From an optimization exercise on the open Yosys and OpenROAD flow, aimed at small area, a short achievable clock period and few clock cycles; shortcuts taken in it are not production practice. Function was checked by simulation only, so behaviour that the tests miss may differ from the original.

==> flow/design.v (excerpt) <==
module ex_stage (
    input  logic           clk,
    input  logic           rst_n,
    input  logic           d_hready,
    input  ex_pkg::ex_op_t op,
    input  ex_pkg::xlen_t  op1,
    input  ex_pkg::xlen_t  op2,
    output ex_pkg::xlen_t  ex_res,
    output ex_pkg::xlen_t  addr_res,
    output logic           div_busy
);
    ex_pkg::ex_prep_t    prep;
    ex_pkg::xlen_t       alu_res;
    ex_pkg::xlen_t       div_res;
    logic [63:0]         prod;
    logic [16:0]         sh_one;
    logic [16:0]         sh_two;
    logic [32:0]         sub_res;
    ex_operand_prep u_operand_prep (
        .op   (op),
        .op1  (op1),
        .op2  (op2),
        .prep (prep)
    );
    ex_alu u_alu (
        .prep     (prep),
        .op1      (op1),
        .op2      (op2),
        .alu_res  (alu_res),
        .diff     (sub_res),
        .addr_res (addr_res)
    );
    always_comb begin
        for (int i = 0; i < 17; i++) begin
            sh_one[i] = 1'b0;
            sh_two[i] = 1'b0;
            if (i < 16) begin
                sh_one[i] = prep.shift & (prep.shift_l ? (op2[4:0] == 5'(2 * i))
                                                        : (op2[4:0] == 5'((32 - 2 * i) % 32)));
                sh_two[i] = prep.shift & (prep.shift_l ? (op2[4:0] == 5'(2 * i + 1))
                                                        : (op2[4:0] == 5'(31 - 2 * i)));
            end
        end
    end
    ex_multiplier u_multiplier (
        .x      (prep.sign_a ? {op1[31], op1} : {1'b0, op1}),
        .y      (prep.sign_b ? {op2[31], op2} : {1'b0, op2}),
        .sh     (prep.shift),
        .sh_one (sh_one),
        .sh_two (sh_two),
        .p      (prod)
    );
    ex_divider u_divider (
        .clk      (clk),
        .rst_n    (rst_n),
        .d_hready (d_hready),
        .prep     (prep),
        .op1      (op1),
        .op2      (op2),
  ...
For scale: ~6200 cells after synthesis, roughly 70 flip-flops, roughly 140 I/O pins, about 45000 um^2 of cells after synthesis.
export LEC_CHECK = 0
export ABC_AREA = 1
export CAP_MARGIN = 20
export CORE_MARGIN = 2
export CORE_UTILIZATION = 55
export SETUP_SLACK_MARGIN = 5
export SLEW_MARGIN = 20
export SYNTH_HIERARCHICAL = 1
export SYNTH_MINIMUM_KEEP_SIZE = 0
create_clock -name core_clock -period 21.0 [get_ports {clk}]
standard.sh (not shown) runs the stock make flow with config.mk's settings and CLKGATE_MAP_FILE= SYNTH_SCRIPT=/design/flow/synth_recipe.tcl, a recipe that flattens the netlist after the stock synthesis.
==> flow/flow/run.sh <==
#!/bin/bash
# The standard layout (standard.sh: the standard synthesis and ORFS steps,
# the standard flow's clock period and constraints), with two changes to how the layout is
# made: the port buffers are buf_2 cells instead of the slow delay-buffer cell
# buffer_ports picks by default (every port still gets its buffer), and the
# timing repair may aim for the setup slack in flow/setup_margin.txt.
set -euo pipefail
margin=$(cat flow/setup_margin.txt)
export BUFFER_PORTS_ARGS="-buffer_cell sky130_fd_sc_hd__buf_2"
sed -E "s/SETUP_SLACK_MARGIN=[0-9.]+/SETUP_SLACK_MARGIN=${margin}/" standard.sh > standard_margin.sh
grep -q "SETUP_SLACK_MARGIN=${margin}" standard_margin.sh
bash standard_margin.sh finish > flow_make.log 2>&1
test -f out/final.def
==> flow/flow/setup_margin.txt <==
5
The starting point went through all stages and came out clean.
Testbench counts at the start, summed over its fixed seeds: cycles 7,562.
Edit:
--- a/flow/design.v
+++ b/flow/design.v
@@ -69,20 +69,21 @@
 endmodule
 `timescale 1ns/100ps
 module ex_alu (
     input  ex_pkg::ex_prep_t prep,
     input  ex_pkg::xlen_t    op1,
     input  ex_pkg::xlen_t    op2,
     output ex_pkg::xlen_t    alu_res,
-    input  logic [32:0] diff,      
     output ex_pkg::xlen_t    addr_res
 );
+    logic [32:0]      diff;
     logic                   slt;
     logic                   sltu;
     logic [32+1:0]    add_r;
+    logic [32+1:0]    sub_r;
     function automatic logic [32+1:0] add33(input logic [32:0] a,
                                                   input logic [32:0] b,
                                                   input logic cin);
         logic [32:0] p0;
         logic [32:0] g;
         logic [32:0] p;
         p0 = a ^ b;
@@ -101,14 +102,16 @@
                 p[j] = p[j] & p[j - l / 2];
             end
         end
         add33 = {g[32], p0 ^ {g[32-1:0], cin}};
     endfunction
     assign add_r    = add33({1'b0, op1}, {1'b0, op2}, 1'b0);
     assign addr_res = add_r[32-1:0];
+    assign sub_r = add33({1'b0, op1}, {1'b1, ~op2}, 1'b1);
+    assign diff  = sub_r[32:0];
     assign sltu = diff[32];
     assign slt  = (op1[32-1] ^ op2[32-1]) ? op1[32-1] : diff[32-1];
     always_comb begin
         case (prep.op)
             ex_pkg::OP_ADD:                 alu_res = addr_res;
             ex_pkg::OP_SUB:                 alu_res = diff[32-1:0];
             ex_pkg::OP_SLT:                 alu_res = {{(32-1){1'b0}}, slt};
@@ -1363,15 +1366,14 @@
     input  logic                clk,
     input  logic                rst_n,
     input  logic                d_hready,
     input  ex_pkg::ex_prep_t    prep,
     input  ex_pkg::xlen_t       op1,
     input  ex_pkg::xlen_t       op2,
     output ex_pkg::xlen_t       div_res,
-    output logic [32:0]   sub_res,         
     output logic                div_busy
 );
     localparam int LR = 2;
     localparam int R  = 1 << LR;
     localparam int CW = 5 - LR;           
     function automatic logic [6-1:0] lzc(input logic [32-1:0] v);
         logic [15:0] v16;
@@ -1423,15 +1425,14 @@
             end
         end
         cneg = v ^ ({o[32-2:0], 1'b0} & {32{c}});
     endfunction
     logic                 is_div;
     logic                 start;
     logic                 busy_q;
-    logic                 dividing;
     logic                 valid_q;
     logic [CW-1:0]        cnt_q;
     logic [2*32-1:0] x_q;            
     logic [2*32-1:0] x_init;
     logic [2*32-1:0] x_step;
     logic                 div_zero;
     ex_pkg::xlen_t        mag_a;
@@ -1470,41 +1471,36 @@
             if (s[b]) rot = rr[2*32-1:32];
         end
         for (int j = 0; j < 32; j++) begin
             hi[j] = (5'(j) >= s);
         end
         x_init = {rot & ~hi, (rot & hi) | ({32{div_zero}} & ~hi)};
     end
-    assign dividing = busy_q & (prep.op[4] | (prep.op[3:1] == 3'b111));    
-    assign addend   = {1'b1, op2 ^ {32{~(dividing & neg_b_q)}}};
-    assign cin      = ~(dividing & neg_b_q);
+    assign addend = {1'b1, op2 ^ {32{~neg_b_q}}};
+    assign cin    = ~neg_b_q;
     logic [32:0] st_ps  [R];
     logic [32:0] st_sum [R];
     logic              st_fit [R];
     logic [32+1:0] st_r [R];
     logic [32-1:0] st_p [R+1];
     logic [32-1:0] st_q [R+1];
     assign st_p[0] = x_q[2*32-1:32];
     assign st_q[0] = x_q[32-1:0];
     genvar gi;
     generate
         for (gi = 0; gi < R; gi++) begin : g_step
-            if (gi == 0)
-                assign st_ps[gi] = dividing ? {st_p[gi], st_q[gi][32-1]} : {1'b0, op1};
-            else
-                assign st_ps[gi] = {st_p[gi], st_q[gi][32-1]};
+            assign st_ps[gi] = {st_p[gi], st_q[gi][32-1]};
             assign st_r[gi]   = add33(st_ps[gi], addend, cin);
             assign st_sum[gi] = st_r[gi][32:0];
             assign st_fit[gi] = st_r[gi][32+1];
             assign st_q[gi+1] = {st_q[gi][32-2:0], st_fit[gi]};
             assign st_p[gi+1] = st_fit[gi] ? st_sum[gi][32-1:0] : st_ps[gi][32-1:0];
         end
     endgenerate
-    assign x_step  = {st_p[R], st_q[R]};
-    assign sub_res = {~st_fit[0], st_sum[0][32-1:0]};
+    assign x_step = {st_p[R], st_q[R]};
     always_ff @(posedge clk) begin
         if (!rst_n) begin
             busy_q  <= 1'b0;
             valid_q <= 1'b0;
             cnt_q   <= '0;
         end else if (start) begin
             busy_q <= 1'b1;
@@ -1568,27 +1564,25 @@
 );
     ex_pkg::ex_prep_t    prep;
     ex_pkg::xlen_t       alu_res;
     ex_pkg::xlen_t       div_res;
     logic [63:0]         prod;
     logic [16:0]         sh_one;
     logic [16:0]         sh_two;
-    logic [32:0]         sub_res;
     ex_operand_prep u_operand_prep (
         .op   (op),
         .op1  (op1),
         .op2  (op2),
         .prep (prep)
     );
     ex_alu u_alu (
         .prep     (prep),
         .op1      (op1),
         .op2      (op2),
         .alu_res  (alu_res),
-        .diff     (sub_res),
         .addr_res (addr_res)
     );
     always_comb begin
         for (int i = 0; i < 17; i++) begin
             sh_one[i] = 1'b0;
             sh_two[i] = 1'b0;
             if (i < 16) begin
@@ -1611,15 +1605,14 @@
         .clk      (clk),
         .rst_n    (rst_n),
         .d_hready (d_hready),
         .prep     (prep),
         .op1      (op1),
         .op2      (op2),
         .div_res  (div_res),
-        .sub_res  (sub_res),
         .div_busy (div_busy)
     );
     ex_result_select u_result_select (
         .prep    (prep),
         .alu_res (alu_res),
         .prod    (prod),
         .div_res (div_res),
Effect: The changed run ran to the end with no violations. Routed wire length goes down by 11%. Clock skew drops by 0.0062 ns. Synthesized area went up by 1.0%. Die area rises by 1.0%. Design area came out lower by 0.98%. Final cell count goes down by 1.5%. Synthesized cell count went down by 0.77%. Utilization goes down by 0.87 points. Flip-flop and latch count is unchanged. Hold slack stays flat. Count of clock-buffer cells in the layout is unchanged.
Testbench counts after the change, summed over its fixed seeds: cycles 7,562.

==> port drivers added, routing unchanged <==
How much do the figures lean on ideal ports? The routed layouts below were timed once more, with nothing changed but the port constraints. Step 1: set_driving_cell puts a clkbuf_16 on clk and a buf_2 on each other input, an assumption about the parent block. Step 2 adds t to the input delays and takes it off the output delays; t is the mean of the earliest and latest rising clock arrival at the registers after step 1. Input paths then give back, and output paths get back, about the clock's delay inside the block. Three values: ideal, step 1, step 2; two values: the first two.
run | t, ns | setup slack, ns | worst slew at a driven data input, ns
the first run | 0.414 | 5.067 / 5.037 / 5.037 | 0.04
the second run | 0.369 | 5.197 / 5.168 / 5.168 | 0.08
After both steps setup and hold are still met in every run listed. For the first run, which loses most, drivers alone change the setup slack by -0.030 ns; drivers and shift together by -0.030 ns.
